This design comes from an exercise in tuning for a short achievable clock period and few clock cycles on the open sky130 flow, not from production work.
The RTL was checked by simulation tests, not by an equivalence proof against the original design.
No activity file was given, so power comes from the tool's default toggle rates.

===== design/flow/run.sh =====
#!/bin/bash
# synth_recipe.tcl (not shown) runs the flow's synth.tcl, then flattens the netlist and writes it again
# the make line also repeats each setting of config.mk as NAME=value (left out here)
make -C /OpenROAD-flow-scripts/flow DESIGN_CONFIG=/design/flow/config.mk WORK_HOME=/design/flow/orfs CLKGATE_MAP_FILE= SYNTH_SCRIPT=/design/flow/synth_recipe.tcl finish

===== design/flow/config.mk =====
export PLATFORM = sky130hd
export DESIGN_NAME = viper
export DESIGN_NICKNAME = viper
export VERILOG_FILES = /design/flow/design.v
export SDC_FILE = /design/flow/constraint.sdc
export NUM_CORES = 4
export LEC_CHECK = 0
export CAP_MARGIN = 20
export CORE_MARGIN = 2
export CORE_UTILIZATION = 40
export SETUP_SLACK_MARGIN = 3.6
export SLEW_MARGIN = 20
export SYNTH_HIERARCHICAL = 1

===== design/flow/constraint.sdc =====
create_clock -name core_clock -period 6.0 [get_ports {clock}]
set_input_delay 1.2000 -clock core_clock [delete_from_list [all_inputs] [get_ports {clock}]]
set_output_delay 1.2000 -clock core_clock [all_outputs]
set_load 0.01 [all_outputs]

===== design/flow/design.v =====
package viper_pkg;
   localparam int addr_w  = 20;   
   localparam int data_w  = 32;   
   localparam int pc_step = 8;    
   localparam int tail_w  = 19;   
   typedef enum logic [1:0] {
      reg0, reg1, reg2, reg3
   } reg_sel_e;
   typedef enum logic [1:0] {
      immediate, direct, index_reg1, index_reg2
   } addr_mode_e;
   typedef enum logic [2:0] {
      dest_reg0, dest_reg1, dest_reg2, dest_reg3,
      cond_set, cond_clear, dest_none, store
   } dest_e;
   typedef enum logic [3:0] {
      neg, push, load_a, load_b, add_a, add_b, sub_a, sub_b,
      add_c, sub_c, add_d, sub_d, reserved
   } alu_func_e;
   typedef enum logic [3:0] {
      lt, ge, eq, ne, le, gt, rsv6, rsv7,
      lt_or, ge_or, eq_or, ne_or, le_or, gt_or, rsv14, rsv15
   } cmp_func_e;
   typedef struct packed {
      logic                top;          
      reg_sel_e            src;
      addr_mode_e          mode;
      dest_e               dest;
      logic                is_compare;
      logic [3:0]          func;         
      logic [tail_w-1:0]   tail;
   } instr_t;
   typedef struct packed {
      logic              cyc;
      logic              stb;
      logic              we;
      logic [addr_w-1:0] adr;
      logic [data_w-1:0] dat;
   } wb_req_t;
   typedef struct packed {
      logic              ack;
      logic [data_w-1:0] dat;
   } wb_rsp_t;
   typedef struct packed {
      logic              go;    
      logic              we;
      logic [addr_w-1:0] adr;
      logic [data_w-1:0] dat;
   } bus_cmd_t;
   typedef enum logic [1:0] {
      fetch, operand, execute, store_wait
   } seq_state_e;
endpackage
`timescale 1ns/1ps
module ks_add #(parameter int W = 32) (
   input  logic [W-1:0] a,
   input  logic [W-1:0] b,
   input  logic         cin,
   output logic [W-1:0] s,
   output logic         cout
);
   logic [W:0] g, p, gn, pn;
   always_comb
   begin
      g = {a & b, cin};
      p = {a ^ b, 1'b0};
      for (int d = 1; d <= W; d = d * 2)
      begin
         gn = g;
         pn = p;
         for (int i = d; i <= W; i++)
         begin
            gn[i] = g[i] | (p[i] & g[i-d]);
            pn[i] = p[i] & p[i-d];
         end
         g = gn;
         p = pn;
      end
      s    = (a ^ b) ^ g[W-1:0];
      cout = g[W];
   end
endmodule
module ks_pg #(parameter int W = 32) (
   input  logic [W-1:0] p_in,
   input  logic [W-1:0] g_in,
   input  logic         cin,
   output logic [W-1:0] s,
   output logic         cout
);
   logic [W:0] g, p, gn, pn;
   always_comb
   begin
      g = {g_in, cin};
      p = {p_in, 1'b0};
      for (int d = 1; d <= W; d = d * 2)
      begin
         gn = g;
         pn = p;
         for (int i = d; i <= W; i++)
         begin
            gn[i] = g[i] | (p[i] & g[i-d]);
            pn[i] = p[i] & p[i-d];
         end
         g = gn;
         p = pn;
      end
      s    = p_in ^ g[W-1:0];
      cout = g[W];
   end
endmodule
module split_add (
   input  logic [19:0] a,
   input  logic [19:0] b,
   input  logic        cin,
   output logic [9:0]  lo,
   output logic        c,
   output logic [9:0]  hi0,
   output logic [9:0]  hi1
);
   logic h0c, h1c;
   ks_add #(.W(10)) add_lo  (.a(a[9:0]),   .b(b[9:0]),   .cin(cin),  .s(lo),  .cout(c));
   ks_add #(.W(10)) add_hi0 (.a(a[19:10]), .b(b[19:10]), .cin(1'b0), .s(hi0), .cout(h0c));
   ks_add #(.W(10)) add_hi1 (.a(a[19:10]), .b(b[19:10]), .cin(1'b1), .s(hi1), .cout(h1c));
endmodule
module idec (
   input  logic [9:0] w,         
   input  logic       flag,
   output logic       store,
   output logic       needop,
   output logic       mem,       
   output logic       cmp_ok,    
   output logic       push_ok,   
   output logic       addsub,
   output logic       inv,       
   output logic       jump,      
   output logic       jslow,     
   output logic       slow,      
   output logic       sel_tail,  
   output logic [3:0] wen
);
   logic [1:0] mode;
   logic [2:0] dest;
   logic       cmp;
   logic [3:0] func;
   logic       rsv, alu, neg, push, add, sub;
   assign mode   = w[9:8];
   assign dest   = w[7:5];
   assign cmp    = w[4];
   assign func   = w[3:0];
   assign store  = !cmp && (dest == 3'd7);
   assign rsv    = cmp ? (func[2:1] == 2'b11) : (func[3:2] == 2'b11);
   assign needop = (mode != 2'd0) && !store && !rsv;
   assign mem    = store || needop;
   assign alu    = !cmp && !rsv && !store;
   assign cmp_ok = cmp && !rsv;
   assign neg    = (func == 4'd0);
   assign push   = (func == 4'd1);
   assign add    = (func == 4'd4) || (func == 4'd5) || (func == 4'd8) || (func == 4'd10);
   assign sub    = (func == 4'd6) || (func == 4'd7) || (func == 4'd9) || (func == 4'd11);
   assign addsub = add || sub;
   assign inv    = neg || sub;
   assign push_ok = alu && push;
   assign jump   = alu && (push || (dest == 3'd3) || (dest == 3'd4 && flag) || (dest == 3'd5 && !flag));
   assign jslow  = jump && (addsub || neg);
   assign slow   = mem ? mode[1] : jslow;
   assign sel_tail = mem || jump;
   always_comb
   begin
      wen = 4'b0000;
      if (alu && !push)
      begin
         case (dest)
            3'd0:    wen = 4'b0001;
            3'd1:    wen = 4'b0010;
            3'd2:    wen = 4'b0100;
            3'd3:    wen = 4'b1000;
            3'd4:    wen = {flag, 3'b000};
            3'd5:    wen = {!flag, 3'b000};
            default: wen = 4'b0000;
         endcase
      end
   end
endmodule
module pick4 #(parameter int W = 1) (
   input  logic [W-1:0] a,
   input  logic [W-1:0] b,
   input  logic [W-1:0] c,
   input  logic [W-1:0] e,
   input  logic         sa,
   input  logic         sb,
   input  logic         sc,
   input  logic         se,
   output logic [W-1:0] y
);
   assign y = ({W{sa}} & a) | ({W{sb}} & b) | ({W{sc}} & c) | ({W{se}} & e);
endmodule
module pick2 #(parameter int W = 1) (
   input  logic [W-1:0] a,
   input  logic [W-1:0] b,
   input  logic         sb,
   output logic [W-1:0] y
);
   assign y = sb ? b : a;
endmodule
module fsel (
   input  logic [3:0] t,
   input  logic       lt,
   input  logic       eq,
   output logic       y
);
   assign y = (eq & t[1]) | (lt & t[2]) | (!lt & !eq & t[0]);
endmodule
module viper (
   input  logic        clock,
   input  logic        reset,
   output logic        wb_cyc_o,
   output logic        wb_stb_o,
   output logic        wb_we_o,
   output logic [19:0] wb_adr_o,
   output logic [31:0] wb_dat_o,
   input  logic        wb_ack_i,
   input  logic [31:0] wb_dat_i
);
   localparam logic [1:0] ph_fetch   = 2'd0;
   localparam logic [1:0] ph_operand = 2'd1;
   localparam logic [1:0] ph_store   = 2'd2;
   logic        rst_q;
   logic [31:0] r0, r1, r2, r3;
   logic        stb_q;
   logic [1:0]  phase;
   logic [19:0] adr_q;
   logic        we_q;
   logic [31:0] dat_q;
   logic [19:0] pc8lo;
   logic        pc8wrap;      
   logic        ex_v;
   logic        ex_cmp;       
   logic        ex_or;        
   logic [2:0]  ex_cf;        
   logic        ex_push;
   logic [3:0]  ex_wen;
   logic [31:0] xp, xg;       
   logic        xc;
   logic [31:0] cp, cg;       
   logic [31:0] res_q;
   logic [3:0]  wq;           
   logic        wq_push;      
   logic        lt_q, eq_q;
   logic        o_jump;       
   logic        o_inv;        
   logic        o_slow;       
   logic [19:0] o_base;       
   logic [1:0]  o_src;
   logic        o_addsub;
   logic        calc1;        
   logic        calc2;        
   logic        cj;           
   logic [19:0] cb, co;       
   logic        cc;
   logic        stb_i;        
   logic        ack;
   assign ack = wb_ack_i & stb_i;
   logic [31:0] rv0, rv1, rv2, rv3;
   logic        flag_v;
   logic        cmp_base;
   assign rv0 = wq[0] ? res_q : r0;
   assign rv1 = wq[1] ? res_q : r1;
   assign rv2 = wq_push ? r3 : (wq[2] ? res_q : r2);
   assign rv3 = wq[3] ? res_q : r3;
   logic [3:0]  ftab;         
   logic [3:0]  ftab_cmp;
   fsel flag_sel (.t(ftab), .lt(lt_q), .eq(eq_q), .y(flag_v));
   always_comb
   begin
      for (int i = 0; i < 4; i++)
      begin
         case (ex_cf)
            3'd0:    cmp_base = i[1];
            3'd1:    cmp_base = !i[1];
            3'd2:    cmp_base = i[0];
            3'd3:    cmp_base = !i[0];
            3'd4:    cmp_base = i[1] || i[0];
            default: cmp_base = !i[1] && !i[0];
         endcase
         ftab_cmp[i] = cmp_base | (ex_or & flag_v);
      end
   end
   logic [31:0] d;
   logic        d_cmp;
   logic [2:0]  d_dest;
   logic [3:0]  d_func;
   logic [1:0]  d_mode;
   logic [1:0]  d_src;
   logic [19:0] tail;
   logic        d_store;
   logic        d_needop;
   logic        d_mem;        
   logic        d_addsub, d_inv;
   logic        d_jump;       
   logic [31:0] pc8;
   logic [31:0] srcv;
   logic [3:0]  d_wen;
   assign d        = wb_dat_i;
   assign d_cmp    = d[23];
   assign d_dest   = d[26:24];
   assign d_func   = d[22:19];
   assign d_mode   = d[28:27];
   assign d_src    = d[30:29];
   assign tail     = {1'b0, d[18:0]};
   logic        d_slow;
   logic        d_cmp_ok, d_push_ok, d_jslow, d_sel_tail;
   idec dec_i (.w(d[28:19]), .flag(flag_v), .store(d_store), .needop(d_needop), .mem(d_mem),
               .cmp_ok(d_cmp_ok), .push_ok(d_push_ok), .addsub(d_addsub), .inv(d_inv),
               .jump(d_jump), .jslow(d_jslow), .slow(d_slow), .sel_tail(d_sel_tail), .wen(d_wen));
   logic [11:0] pc8hi;
   logic [11:0] r3hi_inc, reshi_inc;     
   assign reshi_inc = res_q[31:20] + 12'd1;
   assign pc8hi     = !pc8wrap ? rv3[31:20] : (wq[3] ? reshi_inc : r3hi_inc);
   assign pc8       = {pc8hi, pc8lo};
   always_comb
   begin
      case (d_src)
         2'd0:    srcv = rv0;
         2'd1:    srcv = rv1;
         2'd2:    srcv = rv2;
         default: srcv = pc8;
      endcase
   end
   logic        f_slow;       
   logic [19:0] nxt_fetch;
   logic [19:0] nxt_oper;
   assign f_slow    = d_slow;
   assign nxt_fetch = d_sel_tail ? tail : pc8lo;
   assign nxt_oper  = o_jump ? d[19:0] : rv3[19:0];    
   logic [9:0]  i1_lo, i1_hi0, i1_hi1, i2_lo, i2_hi0, i2_hi1;
   logic [9:0]  i3_lo, i3_hi0, i3_hi1, ir_lo, ir_hi0, ir_hi1;
   logic        i1_c, i2_c, i3_c, ir_c;
   logic [9:0]  k1_lo, k1_hi0, k1_hi1, k2_lo, k2_hi0, k2_hi1;
   logic [9:0]  k3_lo, k3_hi0, k3_hi1, kr_lo, kr_hi0, kr_hi1;
   logic        k1_c, k2_c, k3_c, kr_c;
   logic [1:0]  ksel;         
   split_add idx1_add (.a(r1[19:0]),    .b(tail), .cin(1'b0), .lo(i1_lo), .c(i1_c), .hi0(i1_hi0), .hi1(i1_hi1));
   split_add idx2_add (.a(r2[19:0]),    .b(tail), .cin(1'b0), .lo(i2_lo), .c(i2_c), .hi0(i2_hi0), .hi1(i2_hi1));
   split_add idx3_add (.a(r3[19:0]),    .b(tail), .cin(1'b0), .lo(i3_lo), .c(i3_c), .hi0(i3_hi0), .hi1(i3_hi1));
   split_add idxr_add (.a(res_q[19:0]), .b(tail), .cin(1'b0), .lo(ir_lo), .c(ir_c), .hi0(ir_hi0), .hi1(ir_hi1));
   logic [9:0]  j_lo, j_hi0, j_hi1;
   logic        j_c;
   logic [9:0]  jq_lo, jq_hi0, jq_hi1;
   logic        jq_c;
   split_add jump_add (.a(cb), .b(co), .cin(cc), .lo(j_lo), .c(j_c), .hi0(j_hi0), .hi1(j_hi1));
   logic [19:0] calc_adr;
   always_comb
   begin
      if (cj)
         calc_adr = {jq_c ? jq_hi1 : jq_hi0, jq_lo};
      else
         case (ksel)
            2'd0:    calc_adr = {k1_c ? k1_hi1 : k1_hi0, k1_lo};
            2'd1:    calc_adr = {k2_c ? k2_hi1 : k2_hi0, k2_lo};
            2'd2:    calc_adr = {kr_c ? kr_hi1 : kr_hi0, kr_lo};
            default: calc_adr = {k3_c ? k3_hi1 : k3_hi0, k3_lo};
         endcase
   end
   logic        ack_f;
   logic [19:0] adr_idle, adr_os, adr_d;
   assign ack_f    = ack && (phase == ph_fetch);
   assign adr_idle = calc2 ? calc_adr : adr_q;
   assign adr_os   = (phase == ph_operand) ? nxt_oper : rv3[19:0];
   pick4 #(.W(20)) pick_adr (.a(adr_idle), .b(tail), .c(pc8lo), .e(adr_os),
                             .sa(!rst_q && !ack), .sb(!rst_q && ack_f && d_sel_tail),
                             .sc(!rst_q && ack_f && !d_sel_tail), .se(!rst_q && ack && !ack_f),
                             .y(adr_d));
   logic [31:0] res;
   logic        res_co;
   logic [31:0] dif;
   logic        dif_co;
   ks_pg #(.W(32)) alu_add (.p_in(xp), .g_in(xg), .cin(xc), .s(res), .cout(res_co));
   ks_pg #(.W(32)) cmp_sub (.p_in(cp), .g_in(cg), .cin(1'b1), .s(dif), .cout(dif_co));
   always_ff @(posedge clock or posedge reset)
   begin
      if (reset)
         stb_q <= 1'b0;
      else if (rst_q)
         stb_q <= 1'b0;
      else if (ack)
         stb_q <= (phase == ph_fetch) ? !f_slow : (phase == ph_operand) ? !o_slow : 1'b1;
      else
         stb_q <= !calc1;
   end
   always_ff @(posedge clock)
   begin
      if (rst_q)
         stb_i <= 1'b0;
      else if (ack)
         stb_i <= (phase == ph_fetch) ? !f_slow : (phase == ph_operand) ? !o_slow : 1'b1;
      else
         stb_i <= !calc1;
   end
   always_ff @(posedge clock)
   begin
      rst_q  <= reset;
      adr_q  <= adr_d;       
      pc8lo  <= adr_q + 20'd8;
      pc8wrap <= &adr_q[19:3];
      r3hi_inc <= rv3[31:20] + 12'd1;
      res_q  <= res;
      lt_q   <= cp[31] ^ dif_co;
      eq_q   <= &cp;
      k1_lo  <= i1_lo;
      k1_c   <= i1_c;
      k1_hi0 <= i1_hi0;
      k1_hi1 <= i1_hi1;
      k2_lo  <= i2_lo;
      k2_c   <= i2_c;
      k2_hi0 <= i2_hi0;
      k2_hi1 <= i2_hi1;
      k3_lo  <= i3_lo;
      k3_c   <= i3_c;
      k3_hi0 <= i3_hi0;
      k3_hi1 <= i3_hi1;
      kr_lo  <= ir_lo;
      kr_c   <= ir_c;
      kr_hi0 <= ir_hi0;
      kr_hi1 <= ir_hi1;
      jq_lo  <= j_lo;
      jq_c   <= j_c;
      jq_hi0 <= j_hi0;
      jq_hi1 <= j_hi1;
   end
   always_ff @(posedge clock)
   begin
      if (rst_q)
      begin
         r0      <= 32'd0;
         r1      <= 32'd0;
         r2      <= 32'd0;
         r3      <= 32'd0;
         ftab    <= 4'b0000;
         phase   <= ph_fetch;
         we_q    <= 1'b0;
         ex_v    <= 1'b0;
         wq      <= 4'b0000;
         wq_push <= 1'b0;
         calc1   <= 1'b0;
         calc2   <= 1'b0;
      end
      else
      begin
         r0   <= rv0;
         r1   <= rv1;
         r2   <= rv2;
         r3   <= rv3;
         ftab <= (ex_v && ex_cmp) ? ftab_cmp : {4{flag_v}};
         wq      <= ex_v ? (ex_wen | {ex_push, 3'b000}) : 4'b0000;
         wq_push <= ex_v && ex_push;
         ex_v    <= 1'b0;
         calc1 <= 1'b0;
         calc2 <= calc1;
         if (ack)
         begin
            case (phase)
               ph_fetch:
               begin
                  r3    <= pc8;
                  we_q  <= d_store;
                  ex_v  <= !d_mem;
                  calc1 <= !d_mem && f_slow;
                  calc2 <= d_mem && f_slow;
                  if (d_store)
                     phase <= ph_store;
                  else if (d_needop)
                     phase <= ph_operand;
                  else
                     phase <= ph_fetch;
               end
               ph_operand:
               begin
                  we_q  <= 1'b0;
                  ex_v  <= 1'b1;
                  calc1 <= o_slow;
                  phase <= ph_fetch;
               end
               default:
               begin
                  we_q  <= 1'b0;
                  phase <= ph_fetch;
               end
            endcase
         end
      end
   end
   logic [31:0] rvs_o;        
   always_comb
   begin
      case (o_src)
         2'd0:    rvs_o = rv0;
         2'd1:    rvs_o = rv1;
         2'd2:    rvs_o = rv2;
         default: rvs_o = rv3;    
      endcase
   end
   logic [31:0] xa_d, xb_d, xs_d, xon_d;
   logic        xc_d;
   always_comb
   begin
      if (phase == ph_fetch)
      begin
         xa_d  = d_addsub ? srcv : 32'd0;
         xb_d  = d_inv ? ~{12'd0, tail} : {12'd0, tail};
         xc_d  = d_inv;
         xs_d  = srcv;
         xon_d = ~{12'd0, tail};
      end
      else
      begin
         xa_d  = o_addsub ? rvs_o : 32'd0;
         xb_d  = o_inv ? ~d : d;
         xc_d  = o_inv;
         xs_d  = rvs_o;
         xon_d = ~d;
      end
   end
   always_ff @(posedge clock)
   begin
      xp <= xa_d ^ xb_d;
      xg <= xa_d & xb_d;
      xc <= xc_d;
      cp <= xs_d ^ xon_d;
      cg <= xs_d & xon_d;
   end
   logic [31:0] dat_d;
   pick2 #(.W(32)) pick_dat (.a(dat_q), .b(srcv), .sb(ack && (phase == ph_fetch) && d_store), .y(dat_d));
   always_ff @(posedge clock)
      dat_q <= dat_d;
   always_ff @(posedge clock)
   begin
      if (ack)
      begin
         if (phase == ph_fetch)
         begin
            ex_cmp  <= d_cmp_ok;
            ex_or   <= d_func[3];
            ex_cf   <= d_func[2:0];
            ex_push <= d_push_ok;
            ex_wen  <= d_wen;
            o_src   <= d_src;
            o_addsub <= d_addsub;
            o_jump  <= d_jump;
            o_inv   <= d_inv;
            o_base  <= d_addsub ? srcv[19:0] : 20'd0;
            o_slow  <= d_jslow;
            cj      <= !d_mem;
            if (!d_mode[0])
               ksel <= wq[1] ? 2'd2 : 2'd0;
            else
               ksel <= wq_push ? 2'd3 : wq[2] ? 2'd2 : 2'd1;
            cb      <= d_addsub ? srcv[19:0] : 20'd0;
            co      <= d_inv ? ~tail : tail;
            cc      <= d_inv;
         end
         else if (phase == ph_operand)
         begin
            cj <= 1'b1;
            cb <= o_base;
            co <= o_inv ? ~d[19:0] : d[19:0];
            cc <= o_inv;
         end
      end
   end
   assign wb_cyc_o = stb_q;
   assign wb_stb_o = stb_q;
   assign wb_we_o  = we_q;
   assign wb_adr_o = adr_q;
   assign wb_dat_o = dat_q;
endmodule

==> out/metrics.cfg, run 1 <==
[synthesis]
synthCells=3121
synth.cell_area_um2=32300
yosysWarningCount=10
synth_area_per_cell_um2=10.35

[floorplan]
core_area_um2=80290
die_w_um=288.2
chipHeight_um=288.2
io_pins=90
dieArea_um2=83040
start_util=0.4023
rows=104

[finish]
nNetsFinal=3586
multi_input_area_um2=19510
drive_gt1_frac=0.2414
final_cells=4433
regArea_um2=13470
post-route-util=0.4935
area_delta_synth_final_pct=22.68
nFillCells=7260
postLayoutCellArea_um2=39620

[critical_path]
cpPeakStageDelay_ns=0.41
critPathLaunchType=input pin
rr_worst_depth=8
critPathCaptureType=register
worst-path-max-fanout=8
crit_chain=buf_2 -> ha_4 -> a21oi_2 -> nand2_1 -> a31oi_2 -> o31a_1 -> o21ai_1
r2r-end=res_q[23]$_DFF_P_
critical_path_buf_inv_count=1
reg2reg_setup_slack_ns=3.62
reg2reg_from=xc$_DFF_P_
crit_family=compound AO/OA/AOI/OAI gates
path_class=in2reg
arrival_ns=2.91
cpMaxStageDelayCell=a31oi_2
crit_required_ns=6.50
worstSetupStartpoint=wb_dat_i[3]

[sta]
hold_viol_final=0
rsz0062_at_grt=true
slew_viol_final=0
min_period_over_period=0.4029
timing.slew.headroom=0.4367
setup_viol=0
skew_ns=0.03217
tightest_slew_ns=0.8449
tns_ns=0
setup_slack_ns=3.583
max_freq_mhz=413.7
min_period_ns=2.417
hold_ws_ns=0.3944

[detailed_routing]
vias_per_cell=5.598
ant_nets=0
routed_wl_mm=104.0
vias=24820
wl_per_cell_um=23.47
drt_iter0_drc=2160
drc_errors=0
first_pass_iters=5

[clock_tree]
cts-hold-fix-buffers=0
cts_buffer_depth=3
htreeDepth=3
numCtsBuffers=72
root_buffer=clkbuf_16
cts_tree=done
cts.sink_count=626
clock_latency_ns=0.64
clkTransAtPathRegs_ns=0.06

[global_route]
grt_pass1_wl_mm=150.6
grt_overflow=0
antenna_found_initial=1
grt_max_degree=73
grt_pass1_vias=23590
grt_use_total=0.2419

[hold_path]
holdPathStages=0
hold_path.class=reg2reg
min_from=adr_q[0]$_DFF_P_
hold_path_end=pc8lo[0]$_DFF_P_

[placement]
gp_congestion=0.9054
hpwlAfterDp_mm=68.59
place_area_um2=35290
place_ws_ns=1.669
placed_cells=4192
numPortBuffers=89

[status]
status=no timing/DRC/antenna violations

[pwr]
p_per_area_nw_per_um2=304.3
ir_worst_vdd_mv=0.1826
finalPower_mw=12.06
leakage_nw=15.95

[flow_run]
max_cap_violations=0

## cells in the final DEF, fill, tap and decap left out, types with 35 or more instances in the layout
cell       instances
a211oi_1          75
a21oi_1          181
buf_2             66
buf_4             94
clkbuf_16         79
conb_1            38
dfxtp_1          493
edfxtp_1          80
ha_1             154
ha_4              53
inv_1            132
mux2i_1          235
mux4_2            72
nand2_1          162
nand3_1           36
nor2_1           278
nor2b_1           46
o21ai_0           69
o22ai_1           35
xnor2_1          134
xor2_1            65
## sequential cells by signal, summed over array words and instances (netlist names), 12 cells and up
name,count
adr_q,20
cb,20
r1,32
dat_q,32
res_q,32
xg,31
r2,32
cg,32
r3,32
pc8lo,20
r3hi_inc,12
cp,32
co,20
o_base,20
r0,32
xp,32
## repair_timing
action | in CTS | in global routing
gates resized for setup | 509 | 110
setup buffers | 63 | 34
pin swaps | 20 | 48
setup endpoints to repair | 483 | 146
gates cloned | 7 | 4
## layer usage
layer,global-route usage,up-vias,wire length [µm]
li1,-,11670,-
met1,0.3254,12170,45750
met2,0.3983,794,48700
met3,0.03049,179,6058
met4,0.09003,2,3515
met5,0,-,10
## cell type report
type,instances,share of cell area
diodes,1,0.00006316
clock buffers,113,0.05476
clock inverters,19,0.008715
inverters,140,0.01386
multi-input cells,2241,0.4924
flip-flops and latches,626,0.3399
well taps,1060,0.03347
repair buffers,233,0.05681
## how the worst max path moves through the flow
stage	cells past startpoint	end	slack (ns)
after floorplan	5	stb_q$_DFF_PP0_	3.43
after global placement	9	xp[23]$_DFF_P_	1.69
after detailed placement	8	dat_q[14]$_DFF_P_	1.67
after CTS	10	adr_q[11]$_DFF_P_	3.60
after global routing	10	calc1$_SDFF_PP0_	3.54
final	7	k2_c$_DFF_P_	3.58
## report_power, final
part | internal [mW] | leakage, nW | total, mW | switching, mW
Sequential | 4.73 | 5.30 | 5.15 | 0.421
Clock | 2.84 | 1.23 | 4.68 | 1.84
Combinational | 1.03 | 9.42 | 2.23 | 1.20
Testbench counts, summed over its fixed seeds: cycles 95,128.
==> inputs of run 2 (changes only) <==
--- a/design/flow/design.v
+++ b/design/flow/design.v
@@ -80,34 +80,6 @@
       cout = g[W];
    end
 endmodule
-module ks_pg #(parameter int W = 32) (
-   input  logic [W-1:0] p_in,
-   input  logic [W-1:0] g_in,
-   input  logic         cin,
-   output logic [W-1:0] s,
-   output logic         cout
-);
-   logic [W:0] g, p, gn, pn;
-   always_comb
-   begin
-      g = {g_in, cin};
-      p = {p_in, 1'b0};
-      for (int d = 1; d <= W; d = d * 2)
-      begin
-         gn = g;
-         pn = p;
-         for (int i = d; i <= W; i++)
-         begin
-            gn[i] = g[i] | (p[i] & g[i-d]);
-            pn[i] = p[i] & p[i-d];
-         end
-         g = gn;
-         p = pn;
-      end
-      s    = p_in ^ g[W-1:0];
-      cout = g[W];
-   end
-endmodule
 module split_add (
    input  logic [19:0] a,
    input  logic [19:0] b,
@@ -239,9 +211,9 @@
    logic [2:0]  ex_cf;        
    logic        ex_push;
    logic [3:0]  ex_wen;
-   logic [31:0] xp, xg;       
+   logic [31:0] xa, xb;       
    logic        xc;
-   logic [31:0] cp, cg;       
+   logic [31:0] xs, xon;      
    logic [31:0] res_q;
    logic [3:0]  wq;           
    logic        wq_push;      
@@ -366,16 +338,26 @@
    assign ack_f    = ack && (phase == ph_fetch);
    assign adr_idle = calc2 ? calc_adr : adr_q;
    assign adr_os   = (phase == ph_operand) ? nxt_oper : rv3[19:0];
-   pick4 #(.W(20)) pick_adr (.a(adr_idle), .b(tail), .c(pc8lo), .e(adr_os),
-                             .sa(!rst_q && !ack), .sb(!rst_q && ack_f && d_sel_tail),
-                             .sc(!rst_q && ack_f && !d_sel_tail), .se(!rst_q && ack && !ack_f),
-                             .y(adr_d));
+   logic        d_sel_tail2;
+   logic        u_store, u_needop, u_mem, u_cmp_ok, u_push_ok, u_addsub, u_inv, u_jump, u_jslow, u_slow;
+   logic [3:0]  u_wen;
+   idec dec_a (.w(d[28:19]), .flag(flag_v), .store(u_store), .needop(u_needop), .mem(u_mem),
+               .cmp_ok(u_cmp_ok), .push_ok(u_push_ok), .addsub(u_addsub), .inv(u_inv),
+               .jump(u_jump), .jslow(u_jslow), .slow(u_slow), .sel_tail(d_sel_tail2), .wen(u_wen));
+   pick4 #(.W(10)) pick_adr_lo (.a(adr_idle[9:0]), .b(tail[9:0]), .c(pc8lo[9:0]), .e(adr_os[9:0]),
+                                .sa(!rst_q && !ack), .sb(!rst_q && ack_f && d_sel_tail),
+                                .sc(!rst_q && ack_f && !d_sel_tail), .se(!rst_q && ack && !ack_f),
+                                .y(adr_d[9:0]));
+   pick4 #(.W(10)) pick_adr_hi (.a(adr_idle[19:10]), .b(tail[19:10]), .c(pc8lo[19:10]), .e(adr_os[19:10]),
+                                .sa(!rst_q && !ack), .sb(!rst_q && ack_f && d_sel_tail2),
+                                .sc(!rst_q && ack_f && !d_sel_tail2), .se(!rst_q && ack && !ack_f),
+                                .y(adr_d[19:10]));
    logic [31:0] res;
    logic        res_co;
    logic [31:0] dif;
    logic        dif_co;
-   ks_pg #(.W(32)) alu_add (.p_in(xp), .g_in(xg), .cin(xc), .s(res), .cout(res_co));
-   ks_pg #(.W(32)) cmp_sub (.p_in(cp), .g_in(cg), .cin(1'b1), .s(dif), .cout(dif_co));
+   ks_add #(.W(32)) alu_add (.a(xa), .b(xb), .cin(xc), .s(res), .cout(res_co));
+   ks_add #(.W(32)) cmp_sub (.a(xs), .b(xon), .cin(1'b1), .s(dif), .cout(dif_co));
    always_ff @(posedge clock or posedge reset)
    begin
       if (reset)
@@ -404,8 +386,8 @@
       pc8wrap <= &adr_q[19:3];
       r3hi_inc <= rv3[31:20] + 12'd1;
       res_q  <= res;
-      lt_q   <= cp[31] ^ dif_co;
-      eq_q   <= &cp;
+      lt_q   <= xs[31] ^ xon[31] ^ dif_co;
+      eq_q   <= (xs == ~xon);
       k1_lo  <= i1_lo;
       k1_c   <= i1_c;
       k1_hi0 <= i1_hi0;
@@ -499,35 +481,25 @@
          default: rvs_o = rv3;    
       endcase
    end
-   logic [31:0] xa_d, xb_d, xs_d, xon_d;
-   logic        xc_d;
-   always_comb
+   always_ff @(posedge clock)
    begin
       if (phase == ph_fetch)
       begin
-         xa_d  = d_addsub ? srcv : 32'd0;
-         xb_d  = d_inv ? ~{12'd0, tail} : {12'd0, tail};
-         xc_d  = d_inv;
-         xs_d  = srcv;
-         xon_d = ~{12'd0, tail};
+         xs  <= srcv;
+         xa  <= d_addsub ? srcv : 32'd0;
+         xb  <= d_inv ? ~{12'd0, tail} : {12'd0, tail};
+         xc  <= d_inv;
+         xon <= ~{12'd0, tail};
       end
       else
       begin
-         xa_d  = o_addsub ? rvs_o : 32'd0;
-         xb_d  = o_inv ? ~d : d;
-         xc_d  = o_inv;
-         xs_d  = rvs_o;
-         xon_d = ~d;
+         xs  <= rvs_o;
+         xa  <= o_addsub ? rvs_o : 32'd0;
+         xb  <= o_inv ? ~d : d;
+         xc  <= o_inv;
+         xon <= ~d;
       end
    end
-   always_ff @(posedge clock)
-   begin
-      xp <= xa_d ^ xb_d;
-      xg <= xa_d & xb_d;
-      xc <= xc_d;
-      cp <= xs_d ^ xon_d;
-      cg <= xs_d & xon_d;
-   end
    logic [31:0] dat_d;
    pick2 #(.W(32)) pick_dat (.a(dat_q), .b(srcv), .sb(ack && (phase == ph_fetch) && d_store), .y(dat_d));
    always_ff @(posedge clock)
--- a/design/flow/config.mk
+++ b/design/flow/config.mk
@@ -8,6 +8,6 @@
 export CAP_MARGIN = 20
 export CORE_MARGIN = 2
 export CORE_UTILIZATION = 40
-export SETUP_SLACK_MARGIN = 3.6
+export SETUP_SLACK_MARGIN = 4.0
 export SLEW_MARGIN = 20
 export SYNTH_HIERARCHICAL = 1
==> run 2 against run 1 <==
Die area increased by 2.6%. Global-route usage increased by 1.9 points. Sequential cell count increased by 1. Register-to-register slack improved by 0.12 ns. Worst hold slack improved by 0.043 ns. Via count increased by 9.0%. Fmax increased by 3.2%. Clock power about the same. Core utilization increased by 5.9 points.
==> out/metrics.cfg, run 2 <==
[critical_path]
critPathCaptureType=primary output  ; was register
critPathLaunchType=register  ; was input pin
worstSetupStartpoint=dat_q[10]$_DFF_P_  ; was wb_dat_i[3]
crit_chain=buf_6  ; was buf_2 -> ha_4 -> a21oi_2 -> nand2_1 -> a31oi_2 -> o31a_1 -> o21ai_1
rr_worst_depth=9  ; was 8
critical_path_buf_inv_count=1  ; unchanged
crit_required_ns=4.80  ; was 6.50 ns
arrival_ns=1.14  ; was 2.91 ns
path_class=reg2out  ; was in2reg
path_depth=1  ; was 7
crit_family=flip-flops  ; was compound AO/OA/AOI/OAI gates
r2r-end=res_q[29]$_DFF_P_  ; was res_q[23]$_DFF_P_
reg2reg_from=xa[0]$_DFF_P_  ; was xc$_DFF_P_
reg2reg_setup_slack_ns=3.74  ; was 3.62 ns
crit_path_end=wb_dat_o[10]  ; was k2_c$_DFF_P_
cpPeakStageDelay_ns=0.39  ; was 0.41 ns
cpMaxStageDelayCell=dfxtp_4  ; was a31oi_2
worst-path-max-fanout=2  ; was 8

[finish]
nFillCells=6858  ; was 7260
post-route-util=0.5527  ; was 0.4935
postLayoutCellArea_um2=45390  ; was 39620 µm²
diodes=0  ; was 1
most-common-layout-cells=dfxtp_1 (459), nor2_1 (227), buf_4 (205)  ; was dfxtp_1 (493), nor2_1 (278), mux2i_1 (235)
area_delta_synth_final_pct=36.90  ; was 22.68%
final_cells=4770  ; was 4433
nNetsFinal=3912  ; was 3586
drive_gt1_frac=0.3859  ; was 0.2414
multi_input_area_um2=22950  ; was 19510 µm²
regArea_um2=13550  ; was 13470 µm²
final_common_cell=dfxtp_1  ; unchanged

[floorplan]
io_pins=90  ; unchanged
start_util=0.4037  ; was 0.4023
dieArea_um2=85200  ; was 83040 µm²
rows=105  ; was 104
chipHeight_um=291.9  ; was 288.2 µm
die_w_um=291.9  ; was 288.2 µm
core_area_um2=82110  ; was 80290 µm²

[sta]
setup_viol=0  ; unchanged
tightest_slew_ns=0.7518  ; was 0.8449 ns
setup_slack_ns=3.658  ; was 3.583 ns
hold_ws_ns=0.4379  ; was 0.3944 ns
slew_viol_final=0  ; unchanged
timing.slew.headroom=0.4981  ; was 0.4367
min_period_over_period=0.3903  ; was 0.4029
rsz0062_at_grt=true  ; unchanged
min_period_ns=2.342  ; was 2.417 ns
max_freq_mhz=427.0  ; was 413.7 MHz
hold_viol_final=0  ; unchanged
tns_ns=0  ; unchanged
skew_ns=0.02728  ; was 0.03217 ns

[flow_run]
max_cap_violations=0  ; unchanged

[detailed_routing]
drt_iter0_drc=2158  ; was 2160
routed_wl_mm=115.6  ; was 104.0 mm
first_pass_iters=6  ; was 5
drc_errors=0  ; unchanged
vias=27060  ; was 24.82k
vias_per_cell=5.673  ; was 5.598
wl_per_cell_um=24.22  ; was 23.47 µm
ant_nets=0  ; unchanged

[clock_tree]
cts_tree=done  ; unchanged
cts.sink_count=627  ; was 626
clock_latency_ns=0.64  ; about the same
numCtsBuffers=73  ; was 72
cts_buffer_depth=3  ; unchanged
root_buffer=clkbuf_16  ; unchanged
clkTransAtPathRegs_ns=0.06  ; about the same
htreeDepth=3  ; unchanged
cts-hold-fix-buffers=0  ; unchanged

[global_route]
grt_pass1_vias=25570  ; was 23.59k
antenna_found_initial=2  ; was 1
grt_max_degree=74  ; was 73
grt_use_total=0.2610  ; was 0.2419
grt_pass1_wl_mm=167.4  ; was 150.6 mm
grt_overflow=0  ; unchanged

[synthesis]
synth_area_per_cell_um2=10.12  ; was 10.35 µm²
synthCells=3276  ; was 3121
synth.cell_area_um2=33150  ; was 32300 µm²
yosysWarningCount=10  ; unchanged

[placement]
numPortBuffers=89  ; unchanged
hpwlAfterDp_mm=71.69  ; was 68.59 mm
placed_cells=4335  ; was 4192
place_area_um2=36630  ; was 35290 µm²
place_ws_ns=1.676  ; was 1.669 ns
gp_congestion=0.8775  ; was 0.9054

[status]
status=no timing/DRC/antenna violations  ; unchanged

[hold_path]
hold_path.class=reg2reg  ; unchanged

[pwr]
p_per_area_nw_per_um2=280.9  ; was 304.3 nW/µm²
ir_worst_vdd_mv=0.2687  ; was 0.1826 mV
finalPower_mw=12.75  ; was 12.06 mW
leakage_nw=18.00  ; was 15.95 nW

==> run 2: area by class of cell <==
type                            count  share of cell area
Clock buffer                       99             0.04447
Clock inverter                     37             0.01023
Inverter                           84            0.008105
Multi-Input combinational cell   2439              0.5056
Sequential cell                   627              0.2986
Tap cell                         1070             0.02950
Timing Repair Buffer              413              0.1032
Timing Repair inverter              1           0.0001930
==> run 2: worst min path at each step <==
stage	start	cells after the start	slack, ns	endpoint
final	ex_wen[1]$_DFFE_PP_	1	0.44	wq[1]$_SDFF_PP0_
after global routing	ex_wen[1]$_DFFE_PP_	1	0.45	wq[1]$_SDFF_PP0_
after CTS	ex_wen[1]$_DFFE_PP_	1	0.44	wq[1]$_SDFF_PP0_
after detailed placement	adr_q[2]$_DFF_P_	0	0.38	pc8lo[2]$_DFF_P_
after global placement	adr_q[0]$_DFF_P_	0	0.38	pc8lo[0]$_DFF_P_
after floorplan	adr_q[0]$_DFF_P_	0	0.39	pc8lo[0]$_DFF_P_
==> run 2: timing repair <==
action                     4_1_cts  5_1_grt
gates cloned                    27        2
setup buffers                  178       92
resized for setup              945      316
setup endpoints to repair      618      348
pin swaps                      204      181
==> run 2: routing by layer <==
layer	global-route usage	wire length, µm	vias to the layer above
met1	0.3614	50930	13270
li1	-	-	12580
met5	0	27	-
met3	0.03684	7487	212
met2	0.4236	53490	1001
met4	0.07455	3615	4
==> run 2: power breakdown <==
group | internal, mW | total (mW) | switching, mW | leakage, nW
Clock | 2.77 | 4.67 | 1.89 | 1.20
Combinational | 1.42 | 2.93 | 1.51 | 11.5
Sequential | 4.74 | 5.15 | 0.412 | 5.33
Testbench counts of run 2, summed over its fixed seeds: cycles 95,128.
==> inputs of run 3 (changes only) <==
--- a/design/flow/config.mk
+++ b/design/flow/config.mk
@@ -8,6 +8,9 @@
 export CAP_MARGIN = 20
 export CORE_MARGIN = 2
 export CORE_UTILIZATION = 40
+export CTS_BUF_LIST = sky130_fd_sc_hd__clkbuf_16 sky130_fd_sc_hd__clkbuf_8
+export CTS_CLUSTER_DIAMETER = 100
+export CTS_CLUSTER_SIZE = 20
 export SETUP_SLACK_MARGIN = 4.0
 export SLEW_MARGIN = 20
 export SYNTH_HIERARCHICAL = 1
==> run 3 against run 2 <==
Wire length shrank 1.5%. Clock skew grew 0.022 ns. Worst hold slack gained 0.0088 ns. Synthesized cell count is the same. Critical endpoint is now wb_cyc_o. Clock power shrank 41%.
==> out/metrics.cfg, run 3 <==
[status]
status=no timing/DRC/antenna violations  ; unchanged

[synthesis]
synth_area_per_cell_um2=10.12  ; unchanged
synthCells=3276  ; unchanged
synth.cell_area_um2=33150  ; unchanged
yosysWarningCount=10  ; unchanged

[clock_tree]
clkTransAtPathRegs_ns=0.09  ; was 0.06 ns
cts.sink_count=627  ; unchanged
cts-hold-fix-buffers=0  ; unchanged
cts_tree=done  ; unchanged
htreeDepth=2  ; was 3
cts_buffer_depth=3  ; unchanged
root_buffer=clkbuf_16  ; unchanged
numCtsBuffers=38  ; was 73
clock_latency_ns=0.62  ; was 0.64 ns

[detailed_routing]
drc_errors=0  ; unchanged
wl_per_cell_um=24.25  ; was 24.22 µm
vias_per_cell=5.659  ; was 5.673
drt_iter0_drc=2111  ; was 2158
first_pass_iters=6  ; unchanged
vias=26550  ; was 27.06k
ant_nets=0  ; unchanged
routed_wl_mm=113.8  ; was 115.6 mm

[pwr]
netSwitchingFraction=0.3210  ; was 0.2996
p_sw_mw=3.491  ; was 3.819 mW
clkPwrFrac=0.255  ; was 0.366
combPwrFrac=0.272  ; was 0.230
p_per_area_nw_per_um2=246.1  ; was 280.9 nW/µm²
ir_worst_vdd_mv=0.1792  ; was 0.2687 mV
leakage_nw=17.42  ; was 18.00 nW
intPower_mw=7.384  ; was 8.928 mW
seqPwrFrac=0.473  ; was 0.404

[finish]
multi_input_area_um2=23260  ; was 22950 µm²
post-route-util=0.5382  ; was 0.5527
most-common-layout-cells=dfxtp_1 (453), nor2_1 (226), buf_4 (202)  ; was dfxtp_1 (459), nor2_1 (227), buf_4 (205)
final_cells=4692  ; was 4770
regArea_um2=13560  ; was 13550 µm²
nNetsFinal=3870  ; was 3912
drive_gt1_frac=0.3836  ; was 0.3859
final_common_cell=dfxtp_1  ; unchanged
area_delta_synth_final_pct=33.30  ; was 36.90%
nFillCells=7066  ; was 6858

[global_route]
grt_overflow=0  ; unchanged
grt_pass1_wl_mm=165.3  ; was 167.4 mm
grt_max_degree=74  ; unchanged
grt_pass1_vias=25270  ; was 25.57k
grt_use_total=0.2568  ; was 0.2610
antenna_found_initial=1  ; was 2

[placement]
placed_cells=4335  ; unchanged
gp_congestion=0.8775  ; unchanged
numPortBuffers=89  ; unchanged
hpwlAfterDp_mm=71.69  ; unchanged

[sta]
slew_viol_final=0  ; unchanged
rsz0062_at_grt=true  ; unchanged
timing.slew.headroom=0.5021  ; was 0.4981
min_period_over_period=0.3883  ; was 0.3903
tns_ns=0  ; unchanged
setup_viol=0  ; unchanged
max_freq_mhz=429.3  ; was 427.0 MHz
hold_viol_final=0  ; unchanged
skew_ns=0.04945  ; was 0.02728 ns
min_period_ns=2.330  ; was 2.342 ns
tightest_slew_ns=0.7459  ; was 0.7518 ns

[hold_path]
hold_path.class=reg2reg  ; unchanged

[critical_path]
critPathCaptureType=primary output  ; unchanged
crit_chain=buf_2  ; was buf_6
cpPeakStageDelay_ns=0.38  ; was 0.39 ns
worst-path-max-fanout=2  ; unchanged
critical_path_buf_inv_count=1  ; unchanged
crit_family=flip-flops  ; unchanged
path_class=reg2out  ; unchanged
crit_required_ns=4.80  ; about the same
arrival_ns=1.13  ; was 1.14 ns
cpMaxStageDelayCell=dfrtp_1  ; was dfxtp_4
critPathLaunchType=register  ; unchanged
reg2reg_setup_slack_ns=3.67  ; was 3.74 ns

[floorplan]
rows=105  ; unchanged
chipHeight_um=291.9  ; unchanged
die_w_um=291.9  ; unchanged
io_pins=90  ; unchanged
dieArea_um2=85200  ; unchanged
core_area_um2=82110  ; unchanged
start_util=0.4037  ; unchanged

[flow_run]
max_cap_violations=0  ; unchanged

[run 3: area by class of cell]
type	count	area share
Sequential cell	627	0.3069
Clock buffer	40	0.02240
Antenna cell	1	0.00005663
Inverter	84	0.008324
Multi-Input combinational cell	2440	0.5264
Clock inverter	24	0.003200
Tap cell	1070	0.03030
Timing Repair Buffer	405	0.1022
Timing Repair inverter	1	0.0001982
[run 3: final timing paths]
kind / startpoint / to / cells past startpoint
max: stb_q$_DFF_PP0_ / wb_cyc_o / 1
min: ex_wen[1]$_DFFE_PP_ / wq[1]$_SDFF_PP0_ / 1
max reg2reg: xb[0]$_DFF_P_ / res_q[17]$_DFF_P_ / 10
min reg2reg: ex_wen[1]$_DFFE_PP_ / wq[1]$_SDFF_PP0_ / 1
max in group asynchronous: reset / stb_q$_DFF_PP0_ / 2
min in group asynchronous: reset / stb_q$_DFF_PP0_ / 2
[run 3: power by group through the flow]
stage	Clock [mW]	Sequential, mW	Combinational, mW
2_1_floorplan	0	5.02	1.76
3_3_place_gp	0	5.22	2.24
3_5_place_dp	0	5.22	2.25
4_1_cts	2.81	5.12	2.72
5_1_grt	2.96	5.19	3.15
6_report	2.77	5.15	2.95
[run 3: metal layers]
layer	wire, µm	up-vias	global-route usage
met5	13	-	0
met4	3572	2	0.07443
met3	6917	187	0.03281
met2	52390	888	0.4155
met1	50880	13050	0.3585
li1	-	12430	-
[run 3: timing repair]
item,CTS,global route
gates cloned,25,3
pin swaps,202,181
resized for setup,993,324
endpoints found under the hold margin,0,0
setup buffers,191,73
endpoints found under the setup margin,621,340
[run 3: through the flow]
stage	setup WS (ns)	hold slack, ns	total power [mW]	cell area [µm²]
CTS	3.637	0.4457	10.65	42080
floorplan	3.401	0.3932	6.773	35100
global route	3.602	0.4620	11.30	44190
detailed placement	1.676	0.3778	7.471	36630
finish	3.670	0.4467	10.87	44190
global placement	1.691	0.3830	7.458	36630
==> inputs of run 4 (changes only) <==
==> design/flow/config.mk (replaced) <==
export PLATFORM = sky130hd
export DESIGN_NAME = viper
export DESIGN_NICKNAME = viper
export VERILOG_FILES = /design/flow/design.v
export SDC_FILE = /design/flow/constraint.sdc
export NUM_CORES = 4
export LEC_CHECK = 0
export CAP_MARGIN = 20
export CORE_MARGIN = 2
export CORE_UTILIZATION = 40
export CTS_BUF_LIST = sky130_fd_sc_hd__clkbuf_16
export CTS_CLUSTER_DIAMETER = 80
export CTS_CLUSTER_SIZE = 30
export SETUP_SLACK_MARGIN = 4.0
export SLEW_MARGIN = 20
export SYNTH_HIERARCHICAL = 1
==> run 4 against run 3 <==
Still clean on timing, DRC and antenna. Combinational power about the same. Clock power increased by 12%. Core utilization decreased by 0.20 points. Worst hold slack got worse by 0.0012 ns. Critical path depth unchanged. Non-clock buffer count decreased by 6. Sequential cell count unchanged. Wire length increased by 0.15%. First-iteration DRC count decreased by 5.3%. Global-route usage decreased by 0.053 points. Sequential share of layout area increased by 0.087 points. Final cell count about the same. Critical path type unchanged. Largest power group unchanged. Highest routed layer unchanged.
==> out/metrics.cfg, run 4 <==
[finish]
area_delta_synth_final_pct=32.79  ; was 33.30%
final_cells=4690  ; was 4692
drive_gt1_frac=0.3814  ; was 0.3836
most-common-layout-cells=dfxtp_1 (459), nor2_1 (221), buf_4 (196)  ; was dfxtp_1 (453), nor2_1 (226), buf_4 (202)
final_common_cell=dfxtp_1  ; unchanged
nNetsFinal=3862  ; was 3870

[synthesis]
yosysWarningCount=10  ; unchanged
synth_area_per_cell_um2=10.12  ; unchanged
synthCells=3276  ; unchanged
synth.cell_area_um2=33150  ; unchanged

[floorplan]
chipHeight_um=291.9  ; unchanged
core_area_um2=82110  ; unchanged
rows=105  ; unchanged
die_w_um=291.9  ; unchanged
dieArea_um2=85200  ; unchanged
io_pins=90  ; unchanged
start_util=0.4037  ; unchanged

[pwr]
leakage_nw=17.38  ; was 17.42 nW
p_per_area_nw_per_um2=254.2  ; was 246.1 nW/µm²
ir_worst_vdd_mv=0.1848  ; was 0.1792 mV

[detailed_routing]
drt_iter0_drc=1999  ; was 2111
first_pass_iters=7  ; was 6
drc_errors=0  ; unchanged
vias=26480  ; was 26.55k
vias_per_cell=5.646  ; was 5.659
ant_nets=0  ; unchanged
routed_wl_mm=113.9  ; was 113.8 mm
wl_per_cell_um=24.29  ; was 24.25 µm

[clock_tree]
htreeDepth=2  ; unchanged
numCtsBuffers=37  ; was 38
clkTransAtPathRegs_ns=0.11  ; was 0.09 ns
clock_latency_ns=0.62  ; about the same
cts-hold-fix-buffers=0  ; unchanged
root_buffer=clkbuf_16  ; unchanged
cts_tree=done  ; unchanged
cts.sink_count=627  ; unchanged
cts_buffer_depth=3  ; unchanged

[global_route]
grt_pass1_wl_mm=164.8  ; was 165.3 mm
grt_use_total=0.2563  ; was 0.2568
antenna_found_initial=1  ; unchanged
grt_pass1_vias=25150  ; was 25.27k
grt_max_degree=74  ; unchanged
grt_overflow=0  ; unchanged

[sta]
skew_ns=0.04286  ; was 0.04945 ns
max_freq_mhz=425.6  ; was 429.3 MHz
hold_viol_final=0  ; unchanged
slew_viol_final=0  ; unchanged
timing.slew.headroom=0.4483  ; was 0.5021
tightest_slew_ns=0.8265  ; was 0.7459 ns
tns_ns=0  ; unchanged
min_period_ns=2.350  ; was 2.330 ns
rsz0062_at_grt=true  ; unchanged
setup_viol=0  ; unchanged
hold_ws_ns=0.4455  ; was 0.4467 ns
min_period_over_period=0.3916  ; was 0.3883

[critical_path]
crit_family=flip-flops  ; unchanged
critPathLaunchType=register  ; unchanged
cpMaxStageDelayCell=dfxtp_4  ; was dfrtp_1
worstSetupStartpoint=dat_q[10]$_DFF_P_  ; was stb_q$_DFF_PP0_
reg2reg_from=xa[0]$_DFF_P_  ; was xb[0]$_DFF_P_
critical_path_buf_inv_count=1  ; unchanged
path_depth=1  ; unchanged
r2r-end=res_q[26]$_DFF_P_  ; was res_q[17]$_DFF_P_
crit_path_end=wb_dat_o[10]  ; was wb_cyc_o
reg2reg_setup_slack_ns=3.71  ; was 3.67 ns
crit_chain=buf_6  ; was buf_2
rr_worst_depth=8  ; was 10
path_class=reg2out  ; unchanged
critPathCaptureType=primary output  ; unchanged
worst-path-max-fanout=2  ; unchanged
crit_required_ns=4.80  ; about the same
arrival_ns=1.15  ; was 1.13 ns
cpPeakStageDelay_ns=0.41  ; was 0.38 ns

[flow_run]
max_cap_violations=0  ; unchanged

[placement]
numPortBuffers=89  ; unchanged
gp_congestion=0.8775  ; unchanged
hpwlAfterDp_mm=71.69  ; unchanged
placed_cells=4335  ; unchanged

[status]
status=no timing/DRC/antenna violations  ; unchanged

[hold_path]
hold_path.class=reg2reg  ; unchanged

[run 4: repair_timing]
item | CTS | global route
gates resized for setup | 946 | 315
setup endpoints to repair | 619 | 361
pin swaps | 217 | 150
hold endpoints to repair | 0 | 0
gates cloned | 25 | 2
buffers inserted | 170 | 88
[run 4: worst min path at each step]
stage	slack, ns	cells past startpoint	startpoint	to
after floorplan	0.39	0	adr_q[0]$_DFF_P_	pc8lo[0]$_DFF_P_
after global placement	0.38	0	adr_q[0]$_DFF_P_	pc8lo[0]$_DFF_P_
after detailed placement	0.38	0	adr_q[2]$_DFF_P_	pc8lo[2]$_DFF_P_
after CTS	0.45	1	ex_wen[0]$_DFFE_PP_	wq[0]$_SDFF_PP0_
after global routing	0.47	1	ex_wen[1]$_DFFE_PP_	wq[1]$_SDFF_PP0_
final	0.45	1	ex_wen[1]$_DFFE_PP_	wq[1]$_SDFF_PP0_
[run 4: layer usage]
layer,vias to the layer above,track usage,share of wire
met5,-,0,0.00011
met4,2,0.07631,0.032
met3,179,0.02672,0.053
met2,848,0.4186,0.47
met1,13010,0.3575,0.45
li1,12440,-,-
[run 4: cell type report]
class                      count  area [µm²]
tap                         1070        1339
multi-input combinational   2439       22920
clock inverter                31       445.4
sequential                   627       13550
clock buffer                  37       925.9
inverter                      84       377.9
antenna                        2       5.005
timing repair inverter         1       8.758
fill                        7003       38090
timing repair buffer         399        4448
[run 4: power by group]
part	switching [mW]	internal [mW]
combinational	1.52	1.43
sequential	0.410	4.73
clock	1.80	1.30
[run 4: stage by stage]
stage                     instance area [µm²]  power, mW  worst slack, ns  utilization
final                                   44020      11.19            3.650       0.5362
after floorplan                         35100      6.773            3.401            -
after detailed placement                36630      7.471            1.676       0.4461
after global placement                  36630      7.458            1.691       0.4461
after CTS                               41880      10.95            3.621       0.5100
after global routing                    44020      11.62            3.589       0.5361

==> static timing again, ports no longer ideal <==
How much do the figures lean on ideal ports? The routed layouts below were timed once more, with nothing changed but the port constraints. Step 1 (the two cells are an assumption about what drives the block):
set clk [get_ports {clock}]
set_driving_cell -lib_cell sky130_fd_sc_hd__clkbuf_16 $clk
set_driving_cell -lib_cell sky130_fd_sc_hd__buf_2 [delete_from_list [all_inputs] $clk]
Step 2 moves the port delays by t, midway between the first and last clock arrival at a register: inputs arrive t later, outputs are due t later. That takes back most of the time a late clock gives input paths. Three values: ideal ports, drivers, drivers and shift; two values: the first two.
run	shift t [ns]	setup slack, ns	worst setup path at the end	slew at the worst register clock pin (ns)	cell pins on the clock port's net
run 1	0.694	3.583 / 3.553 / 2.927	input to register	0.06 / 0.06	1
run 2	0.693	3.658 / 3.589 / 2.943	input to register	0.06 / 0.06	1
run 3	0.661	3.670 / 3.603 / 3.052	input to register	0.10 / 0.10	1
run 4	0.675	3.650 / 3.578 / 3.034	input to register	0.12 / 0.12	1
After both steps every run listed still meets setup and hold. The setup slack of run 2, which loses most, moves by -0.069 ns with the drivers and by -0.715 ns with both steps.
